This is an optimization exercise on Yosys and OpenROAD, whose aim is small area, a short achievable clock period and few clock cycles per item, not a production implementation. In this exercise RTL edits were held to simulation tests only and were not proved equivalent to the original. No driver is modelled on the clock port, so clocking that relies on it looks cheaper here than on a real chip. Power and IR drop assume default switching activity.

==> flow/design.v (outline; a module is shown in full before it is edited, if it fits) <==
// module neurona_mac: 1716 lines
// module neurona_mac_fa: 10 lines
// module neurona_mac_c42: 17 lines
// module neurona_mac_c32: 16 lines
// module neurona_mac_ha: 9 lines
module neurona_mac #(
    parameter int Signo     = 1,
    parameter int Magnitud  = 7,
    parameter int Precision = 24,
    parameter int Width     = Signo + Magnitud + Precision,
    parameter int NEntradas = 4
) (
    input  logic             CLK,
    input  logic             RST,
    input  logic             Inicio,
    input  logic [Width-1:0] Sesgo,
    input  logic             EntradaValida,
    input  logic [Width-1:0] Entrada,
    input  logic [Width-1:0] Peso,
    output logic             Ocupado,
    output logic             Listo,
    output logic [Width-1:0] Salida,
    output logic             Error
);
  // ...
==> flow/flow/run.sh <==
#!/bin/bash
set -euo pipefail
MARGIN=$(cat flow/margin.txt)
bash standard.sh SETUP_SLACK_MARGIN=$MARGIN \
  "BUFFER_PORTS_ARGS=-buffer_cell sky130_fd_sc_hd__buf_1" \
  "POST_CTS_TCL=$PWD/flow/post_cts.tcl" \
  finish > orfs_make.log 2>&1
==> flow/flow/margin.txt <==
9.7
==> flow/flow/post_cts.tcl <==
# Extra setup repair after CTS: the same margin as the flow's own repair, with more passes,
# then legalize the placement again.
log_cmd repair_timing -setup -setup_margin $::env(SETUP_SLACK_MARGIN) -repair_tns 0 \
  -max_passes 200 -max_iterations 2000 -match_cell_footprint -verbose
log_cmd detailed_placement
check_placement -verbose
==> flow/standard.sh <==
#!/bin/bash
# synth_recipe.tcl (not shown) runs the flow's synth.tcl, then flattens the netlist and writes it again
# the make line also repeats each setting of config.mk as NAME=value (left out here)
make -C /OpenROAD-flow-scripts/flow DESIGN_CONFIG=/design/flow/config.mk WORK_HOME=/design/flow/orfs CLKGATE_MAP_FILE= SYNTH_SCRIPT=/design/flow/synth_recipe.tcl "${@:-finish}"
==> flow/config.mk <==
export PLATFORM = sky130hd
export DESIGN_NAME = neurona_mac
export DESIGN_NICKNAME = neurona_mac
export VERILOG_FILES = /design/flow/design.v
export SDC_FILE = /design/flow/constraint.sdc
export NUM_CORES = 4
export LEC_CHECK = 0
export CAP_MARGIN = 20
export CORE_MARGIN = 2
export CORE_UTILIZATION = 40
export SLEW_MARGIN = 20
export SYNTH_HIERARCHICAL = 1
export TNS_END_PERCENT = 0
==> flow/constraint.sdc <==
create_clock -name core_clock -period 13.5 [get_ports {CLK}]
set_input_delay 2.7000 -clock core_clock [delete_from_list [all_inputs] [get_ports {CLK}]]
set_output_delay 2.7000 -clock core_clock [all_outputs]
set_load 0.01 [all_outputs]
==> flow_summary.toml, run 1 <==
[sta]
hold_ws_ns = 0.332
maxSlewViolCount = 0
setup_tns_ns = 0
setup_ws_ns = 9.59

[clocking]
cts_tree = "done"
clkLatencyLatePin_ns = 0.58

[global_route]
use_met1 = 0.337
grt_pass1_vias = 25737
grt_max_degree = 76

[power_and_ir_drop]
p_clk_mw = 0.985
p_int_mw = 2.13

[run_status]
status = "timing/DRC/antenna clean"

[synth]
syn_area_per_cell_um2 = 10.4
synthTopCellsByCount = "xnor2_1, a22oi_1, fa_1"
synth_area_um2 = 32200
yosys.area_share.simple = 0.0636

[worst_setup_path]
cpMostUsedCell = "fa_1"
crit_arrival_ns = 4.33
path_max_fanout = 32
critPathCaptureType = "flop"

[drt]
viasPerCell = 5.92
drc = 0
drt_pass1_iterations = 6

[cells_and_area]
n_fill_cell = 7635
area_dominant_class = "multi-input combinational cells"
num-nonclk-buffers = 214
drive_above_1_share = 0.0916

[flow_run]
cap_viol_max_count = 0

[die]
die-area_um2 = 82700

[min_path]
hold_class = "reg -> reg"
min_to = "sg2_q"
hp-start = "sg1_q"
Testbench counts, summed over its fixed seeds: cycles 3,584, items 512.
==> run 2, diff against run 1 <==
--- a/flow/design.v
+++ b/flow/design.v
@@ -1688,37 +1688,78 @@
     wire [34:0] smax = acc_q + 35'h07FFFFFFF;
     wire [34:0] smin = acc_q + 35'h780000000;
     wire [34:0] ssat = sg2_q ? smin : smax;
     wire [34:0] acc_d = povf ? ssat : sraw;
     wire        osat = !((&ssat[34:31]) || !(|ssat[34:31]));
     wire [32:0] craw = oraw ? {1'b1, sraw_neg ? 32'h80000000 : 32'h7FFFFFFF} : {1'b0, sraw[31:0]};
     wire [32:0] csat = osat ? {1'b1, ssat[34] ? 32'h80000000 : 32'h7FFFFFFF} : {1'b0, ssat[31:0]};
     wire [32:0] cfin = povf ? csat : craw;
+    localparam bit SELMOD = 0;
+    localparam bit TAIL = 1;
+    wire [31:0] salida_d;
+    wire [31:0] satk0 = {st0[3], {31{~st0[3]}}};
+    wire [31:0] satk1 = {st1[3], {31{~st1[3]}}};
+    genvar gb;
+    generate
+        if (SELMOD) begin : g_selmod
+            for (gb = 0; gb < 32; gb++) begin : g_sel
+                neurona_mac_selb u_selb (.s(sraw[gb]), .c(c31), .o0(ovf0), .o1(ovf1), .k0(satk0[gb]),
+                                         .k1(satk1[gb]), .pv(povf), .cs(csat[gb]), .en(fin),
+                                         .q(salida_q[gb]), .y(salida_d[gb]));
+            end
+        end else if (TAIL) begin : g_tail
+            for (gb = 0; gb < 4; gb++) begin : g_sl
+                neurona_mac_sal8 u_sal8 (.s(sraw[8*gb+7:8*gb]), .cs(csat[8*gb+7:8*gb]),
+                                         .q(salida_q[8*gb+7:8*gb]), .k0(satk0[8*gb+7:8*gb]),
+                                         .k1(satk1[8*gb+7:8*gb]), .c(c31), .o0(ovf0), .o1(ovf1),
+                                         .pv(povf), .en(fin), .y(salida_d[8*gb+7:8*gb]));
+            end
+        end
+    endgenerate
     always_ff @(posedge CLK) begin
         if (libre_q) acc_q <= {{3{Sesgo[31]}}, Sesgo};
         else if (v2_q || GATE) acc_q <= acc_d;
     end
     always_ff @(posedge CLK or posedge RST) begin
         if (RST) begin
             err_q    <= 1'b0;
             salida_q <= 32'd0;
             error_q  <= 1'b0;
         end else begin
             if (libre_q) err_q <= 1'b0;
             else if (v2_q || GATE) err_q <= err_q | povf;
-            if (fin) salida_q <= cfin[31:0];
+            salida_q <= salida_d;
             if (fin) error_q <= err_q | povf | cfin[32];
         end
     end
     assign Ocupado = ocupado_q;
     assign Listo   = listo_q;
     assign Salida  = salida_q;
     assign Error   = error_q;
 endmodule
+module neurona_mac_sal8 (
+    input  logic [7:0] s,
+    input  logic [7:0] cs,
+    input  logic [7:0] q,
+    input  logic [7:0] k0,
+    input  logic [7:0] k1,
+    input  logic       c,
+    input  logic       o0,
+    input  logic       o1,
+    input  logic       pv,
+    input  logic       en,
+    output logic [7:0] y
+);
+    logic       sel;
+    logic [7:0] k;
+    assign sel = c ? o1 : o0;
+    assign k   = c ? k1 : k0;
+    assign y   = !en ? q : pv ? cs : sel ? k : s;
+endmodule
 module neurona_mac_fa (
     input  logic a,
     input  logic b,
     input  logic c,
     output logic s,
     output logic co
 );
     assign s  = a ^ b ^ c;
==> run 2 against run 1 <==
Sequential share of layout area fell by 0.76 points. First-iteration DRC count rose by 2.8%. Largest cell class unchanged. Critical path type unchanged. Via count rose by 4.1%.
==> flow_summary.toml, run 2 <==
[power_and_ir_drop]
p_sw_frac = 0.441
peakVddDrop_mv = 0.165
p_leak_nw = 14.6
power_frac_seq = 0.262
power_density_nw_per_um2 = 114
netSwitchingPower_mw = 1.83
p_int_mw = 2.32
pwr-share-clk = 0.238
p_comb_frac = 0.500

[drt]
drc = 0
drtIter0Drc = 2304
via_count = 25505
drt_wl_total_um = 108000
viasPerCell = 5.99
drt-wirelength-per-cell_um = 25.3
drt_pass1_iterations = 6
ant_nets = 0

[die]
io_pins = 135
core_um2 = 82400
initial_core_util = 0.405
die-area_um2 = 85700
die_h_um = 293
die_w_um = 293
num_rows = 105

[global_route]
grtUsageTotal = 0.250
grt.overflow.total = 0
grt_pass1_vias = 26644
antenna_found_initial = 4
grt_pass1_wl_um = 166000
grt_max_degree = 68

[synth]
ys_types = 82
synth_compound_area_frac = 0.176
async_flop_share = 0.150
synth_mux_area_frac = 0.0169
synth_edf_count = 0
synth-seq-cells = 293
synthTopCellsByArea = "fa_1, xnor2_1, dfxtp_1"
yosys.area.top_type_share = 0.282
yosys.area_share.simple = 0.0673
yosysMostFrequentCell = "xnor2_1"
syn_area_per_cell_um2 = 10.4
ys_warn_count = 9
synth_top_family_by_area = "adder cells"
synth-xor-area-share = 0.162
ys_seq_area_frac = 0.183
synth_adder_area_share = 0.350
yosysTopAreaCell = "fa_1"
synth_cells = 3200
synth-main-ff-cell = "dfxtp_1"
synth_area_um2 = 33300
synthTopCellsByCount = "xnor2_1, a22oi_1, fa_1"

[sta]
rsz0062_at_grt = "true"
setup_tns_ns = 0
fmax_mhz = 244
finClkSkew_ns = 0.0590
hold_viol = 0
maxSlewViolCount = 0
setup_viol = 0
worstMarginPinSlew_ns = 1.06
maxSlewHeadroom = 0.297
period_needed_ns = 4.09
period_share = 0.303

[place]
place_area_um2 = 34700
portBuffers = 134
gp_congestion = 0.854
dp_hpwl_um = 70700

[worst_setup_path]
path_cells = "fa_2, fa_1, ha_4, nand4_1, buf_4, nor2_1, a22oi_2, a21oi_2, o211a_4, a31oi_4, clkinvlp_4, buf_4, mux2_4, nor3_2, o32ai_1"
cpMostUsedCell = "buf_4"
cpMaxStageDelayCell = "fa_2"
cp-start-kind = "flop"
reg2reg_from = "r0_q[27]"
startpoint = "r0_q[27]"
timing.rr.end = "salida_q[6]"
required_ns = 13.93
worstSetupPathType = "reg -> reg"
cpPeakStageDelay_ns = 0.64
reg2regPathDepth = 15
critPathCaptureType = "flop"
r2r_slack_ns = 9.41
path_max_fanout = 8
crit_arrival_ns = 4.52

[run_status]
status = "timing/DRC/antenna clean"

[clocking]
cts_tree = "done"
clkLatencyLatePin_ns = 0.59
clk_pin_slew_worst_paths_ns = 0.06
clock_sinks = 293

[cells_and_area]
final_cell_mix = "xnor2_1, a22oi_1, fa_1"
syn2layout_area_growth_pct = 9.47
regMostFlops = "r1_q"
largest_reg_flops = 52
drive_above_1_share = 0.103
finalNetCount = 3913
top_regs = "r1_q (52), r0_q (51), acc_q (35)"
final_common_cell = "xnor2_1"
num_antenna_cells = 0
fin_area_um2 = 36500

[min_path]
holdPathStages = 0
hold_class = "reg -> reg"
hp-start = "sg1_q"
min_to = "sg2_q"

[flow_run]
cap_viol_max_count = 0
run 2: changes by cell type in the layout (fill, tap and decap cells not counted), moves of 24 or more:
cell | previous run | this run
o21ai_0 | 65 | 91
o32ai_1 | 0 | 32
nor3_2 | 3 | 35
a22oi_1 | 521 | 497
o31ai_1 | 3 | 36
nand2_1 | 101 | 72
nor2_1 | 96 | 58
inv_1 | 17 | 60
run 2: Yosys stat by module (local to each module, per instance):
| module | cell area (um^2) | cells | flip-flops and latches | copies in the design |
|---|---|---|---|---|
| neurona_mac | 21600 | 2433 | 293 | 1 |
| neurona_mac_fa | 20.0 | 1 | 0 | 467 |
| neurona_mac_ha | 12.5 | 1 | 0 | 80 |
| neurona_mac_sal8 | 348 | 55 | 0 | 4 |
run 2: logic make-up after synthesis:
| family | Yosys count |
|---|---|
| adders and majority gates | 650 |
| buffers and inverters | 381 |
| muxes | 51 |
| xor gates and xnor gates | 616 |
| AOI/OAI and AO/OA | 814 |
| DFF | 293 |
| other | 1 |
| and+or+nand+nor | 394 |
run 2: layout make-up:
class	instances	area, um^2
repair inverters	1	7.51
flip-flops and latches	293	6170
clock buffers	51	1050
fillers	7825	45900
clock inverters	16	131
multi-input cells	2544	26300
well taps	1070	1340
inverters	65	251
repair buffers	221	1240
run 2: critical path: cells and delay by family, from the launching register on:
family | cells | cell delay, ns
AO/OA/AOI/OAI | 5 | 1.06
adder cells (fa/ha/maj) | 3 | 1.39
buffers and inverters | 3 | 0.46
flip-flops | 1 | 0.32
multiplexers | 1 | 0.38
AND/OR/NAND/NOR | 3 | 0.33
run 2: metal layers:
layer | global-route usage | up-vias | wire [um]
met2 | 0.384 | 1479 | 47600
met1 | 0.339 | 12667 | 45600
met4 | 0.0828 | 6 | 3090
li1 | - | 11124 | -
met5 | 0 | - | 35
met3 | 0.0704 | 229 | 11400
run 2: power by group through the flow:
| stage | Combinational (mW) | Sequential [mW] | Clock (mW) |
|---|---|---|---|
| 6_report | 2.07 | 1.09 | 0.988 |
| 3_5_place_dp | 1.82 | 1.10 | 0 |
| 5_1_grt | 2.25 | 1.11 | 1.04 |
| 2_1_floorplan | 1.42 | 1.07 | 0 |
| 3_3_place_gp | 1.83 | 1.11 | 0 |
run 2: worst max path at each step:
stage                              end  slack [ns]  depth (start not counted)
final                      salida_q[6]        9.41                         15
after global routing      salida_q[22]        9.31                         15
after detailed placement  salida_q[19]        8.17                         14
after global placement    salida_q[22]        8.23                         14
after floorplan            salida_q[0]        9.57                         14
run 2: through the flow:
stage / hold WS [ns] / utilization / power, mW / std cells / setup WS, ns
final: 0.333 / 0.443 / 4.15 / 4261 / 9.41
after global routing: 0.336 / 0.443 / 4.40 / 4261 / 9.31
after detailed placement: 0.319 / 0.422 / 2.92 / 4164 / 8.17
after global placement: 0.312 / 0.422 / 2.93 / 4164 / 8.23
after floorplan: 0.310 / - / 2.49 / 3216 / 9.57
Testbench counts of run 2, summed over its fixed seeds: cycles 3,584, items 512.
==> run 3, diff against run 2 <==
==> flow/flow/run.sh (replaced) <==
#!/bin/bash
set -euo pipefail
MARGIN=$(cat flow/margin.txt)
bash standard.sh SETUP_SLACK_MARGIN=$MARGIN \
  "BUFFER_PORTS_ARGS=-buffer_cell sky130_fd_sc_hd__buf_1" \
  finish > orfs_make.log 2>&1
removed: flow/flow/post_cts.tcl
==> run 3 against run 2 <==
Still clean on timing, DRC and antenna. Synthesized cell count is the same. Clock skew grew 0.0018 ns. Sequential cell count is the same. Critical path depth shrank 8. Cell count is essentially flat. Clock-buffer cell count is the same. Largest power group unchanged. Largest cell class unchanged. Worst hold slack gained 0.0010 ns.
==> flow_summary.toml, run 3 <==
[sta]
finClkSkew_ns = 0.0608
worstMarginPinSlew_ns = 1.11
maxSlewViolCount = 0
setup_tns_ns = 0
rsz0062_at_grt = "true"
period_share = 0.306
setup_viol = 0
period_needed_ns = 4.14
maxSlewHeadroom = 0.259
hold_viol = 0
fmax_mhz = 242

[drt]
drt_wl_total_um = 108000
via_count = 25446
viasPerCell = 5.97
drc = 0
drt-wirelength-per-cell_um = 25.3
ant_nets = 0
drt_pass1_iterations = 6
drtIter0Drc = 2339

[global_route]
antenna_found_initial = 4
grt_pass1_wl_um = 166000
grt.overflow.total = 0
grtUsageTotal = 0.250
grt_pass1_vias = 26612
grt_max_degree = 68

[power_and_ir_drop]
finalPower_mw = 4.16
p_leak_nw = 14.6
power_density_nw_per_um2 = 114
peakVddDrop_mv = 0.164

[worst_setup_path]
r2r_slack_ns = 9.36
timing.rr.end = "r2_q[22]"
cpMaxStageDelayCell = "dfxtp_2"
required_ns = 13.94
cp-start-kind = "flop"
cpMostUsedCell = "fa_1"
reg2regPathDepth = 7
worstSetupPathType = "reg -> reg"
path_cells = "a22oi_1, xnor2_1, fa_1, fa_1, fa_1, fa_1, fa_1"
crit_arrival_ns = 4.57
path_max_fanout = 32
reg2reg_from = "two1_q[9]"
critPathCaptureType = "flop"
cpPeakStageDelay_ns = 1.01

[synth]
synth-seq-cells = 293
yosysTopAreaCell = "fa_1"
yosysMostFrequentCell = "xnor2_1"
ys_types = 82
synthTopCellsByCount = "xnor2_1, a22oi_1, fa_1"
async_flop_share = 0.150
synth-main-ff-cell = "dfxtp_1"
ys_warn_count = 9
synthTopCellsByArea = "fa_1, xnor2_1, dfxtp_1"
synth_area_um2 = 33300
syn_area_per_cell_um2 = 10.4
yosys.area.top_type_share = 0.282
synth_edf_count = 0
synth_cells = 3200
ys_seq_area_frac = 0.183

[clocking]
htreeDepth = 2
clock_sinks = 293
cts_buffers = 37
clkLatencyLatePin_ns = 0.59
clk_pin_slew_worst_paths_ns = 0.06
cts_root_buf = "clkbuf_16"
cts_buffer_depth = 3
cts_tree = "done"
cts_hold_buf = 0

[min_path]
min_to = "sg2_q"
hp-start = "sg1_q"
holdPathStages = 0
hold_class = "reg -> reg"

[cells_and_area]
finalNetCount = 3912
num_antenna_cells = 0
syn2layout_area_growth_pct = 9.44
regMostFlops = "r1_q"
drive_above_1_share = 0.104
largest_reg_flops = 52
top_regs = "r1_q (52), r0_q (51), acc_q (35)"
final_common_cell = "xnor2_1"
final_cell_mix = "xnor2_1, a22oi_1, fa_1"

[run_status]
status = "timing/DRC/antenna clean"

[die]
num_rows = 105
initial_core_util = 0.405
core_um2 = 82400
die-area_um2 = 85700
die_w_um = 293
io_pins = 135
die_h_um = 293

[place]
gp_congestion = 0.854
dp_hpwl_um = 70700
portBuffers = 134

[flow_run]
cap_viol_max_count = 0
-- run 3: cell types whose count changed in the layout (fill, tap and decap cells not counted), sizes merged --
cell,delta
buf,-1
-- run 3: cell families (layout without fill, tap and decap cells) --
group           Yosys count  after routing  share of synthesized area
simple gates            394            394                     0.0673
mux                      51             51                     0.0169
xor+xnor                616            618                      0.162
fa+ha+maj               650            650                      0.350
compound gates          814            814                      0.176
buf+inv                 381            353                     0.0458
flops                   293            293                      0.183
other cells               1             17                   0.000112
-- run 3: where the power goes --
part           internal (mW)  leakage [nW]  switching (mW)  total [mW]
registers              0.957          2.49           0.133        1.09
logic                  0.810          11.5            1.27        2.08
clock network          0.553         0.582           0.436       0.989
total                   2.32          14.6            1.84        4.16
-- run 3: per-module statistics from Yosys, one instance, submodules excluded --
module,times used,cells inside,cell area [um^2]
neurona_mac,1,2433,21600
neurona_mac_fa,467,1,20.0
neurona_mac_ha,80,1,12.5
neurona_mac_sal8,4,55,348
-- run 3: final cells by class --
class | instances | area (um^2)
Tap cell | 1070 | 1340
Sequential cell | 293 | 6150
Fill cell | 7833 | 45900
Inverter | 65 | 251
Clock inverter | 16 | 131
Multi-Input combinational cell | 2544 | 26300
Clock buffer | 51 | 1050
Timing Repair inverter | 1 | 7.51
Timing Repair Buffer | 220 | 1230
-- run 3: what timing repair did --
action                                  in CTS  in global routing
resized for setup                           46                 17
setup buffers                               21                  3
pin swaps                                   12                 10
gates cloned                                 3                  2
hold endpoints to repair                     0                  0
endpoints found under the setup margin     138                222
-- run 3: layer usage --
| metal | vias to the layer above | global-route usage | share of wire |
|---|---|---|---|
| li1 | 11115 | - | - |
| met1 | 12682 | 0.338 | 0.42 |
| met2 | 1419 | 0.384 | 0.44 |
| met3 | 224 | 0.0705 | 0.10 |
| met4 | 6 | 0.0827 | 0.028 |
| met5 | - | 0 | 0.00033 |
-- run 3: critical path: cells and delay by family (launching register included) --
kind / cells / cell delay [ns]
XOR/XNOR: 1 / 0.21
flip-flops: 1 / 1.01
AO/OA/AOI/OAI: 1 / 0.24
adder cells (fa/ha/maj): 5 / 2.50
-- run 3: worst max-delay path by stage --
stage	slack, ns	cells past startpoint	end	from
2_1_floorplan	9.57	14	salida_q[0]	r2_q[21]
3_3_place_gp	8.23	14	salida_q[22]	r0_q[11]
3_5_place_dp	8.17	14	salida_q[19]	r0_q[11]
4_1_cts	9.46	15	salida_q[3]	r0_q[27]
5_1_grt	9.31	14	salida_q[23]	r2_q[21]
6_report	9.36	7	r2_q[22]	two1_q[9]
-- run 3: through the flow --
step	cell area [um^2]	util	std cells	hold WS (ns)	setup slack [ns]
2_1_floorplan	33700	-	3216	0.310	9.57
3_3_place_gp	34700	0.422	4164	0.312	8.23
3_5_place_dp	34700	0.422	4164	0.319	8.17
4_1_cts	36400	0.442	4255	0.333	9.46
5_1_grt	36500	0.443	4260	0.336	9.31
6_report	36500	0.443	4260	0.334	9.36

[re-timing with driven ports]
The flow's constraints put no driver on any port. The routed layouts listed below were extracted and timed again, unchanged, in two steps. Step 1 assumes that a clkbuf_16 drives the clock port and a buf_2 every other input. Step 2 moves the port delays by t, midway between the first and last clock arrival at a register: inputs arrive t later, outputs are due t later. That takes back most of the time a late clock gives input paths. Slacks: no drivers / after step 1 / after step 2; pairs: no drivers / after step 1.
run	t (ns)	setup WS [ns]	hold WS [ns]	worst data-port slew with drivers (ns)
run 1	0.624	9.589 / 9.585 / 9.090	0.332 / 0.332 / 0.332	0.09
run 2	0.633	9.410 / 9.410 / 8.999	0.333 / 0.333 / 0.333	0.11
run 3	0.635	9.363 / 9.363 / 9.001	0.334 / 0.334 / 0.334	0.11
After both steps setup and hold are still met in every run listed. For run 1, which loses most, drivers alone change the setup slack by -0.004 ns; drivers and shift together by -0.499 ns.
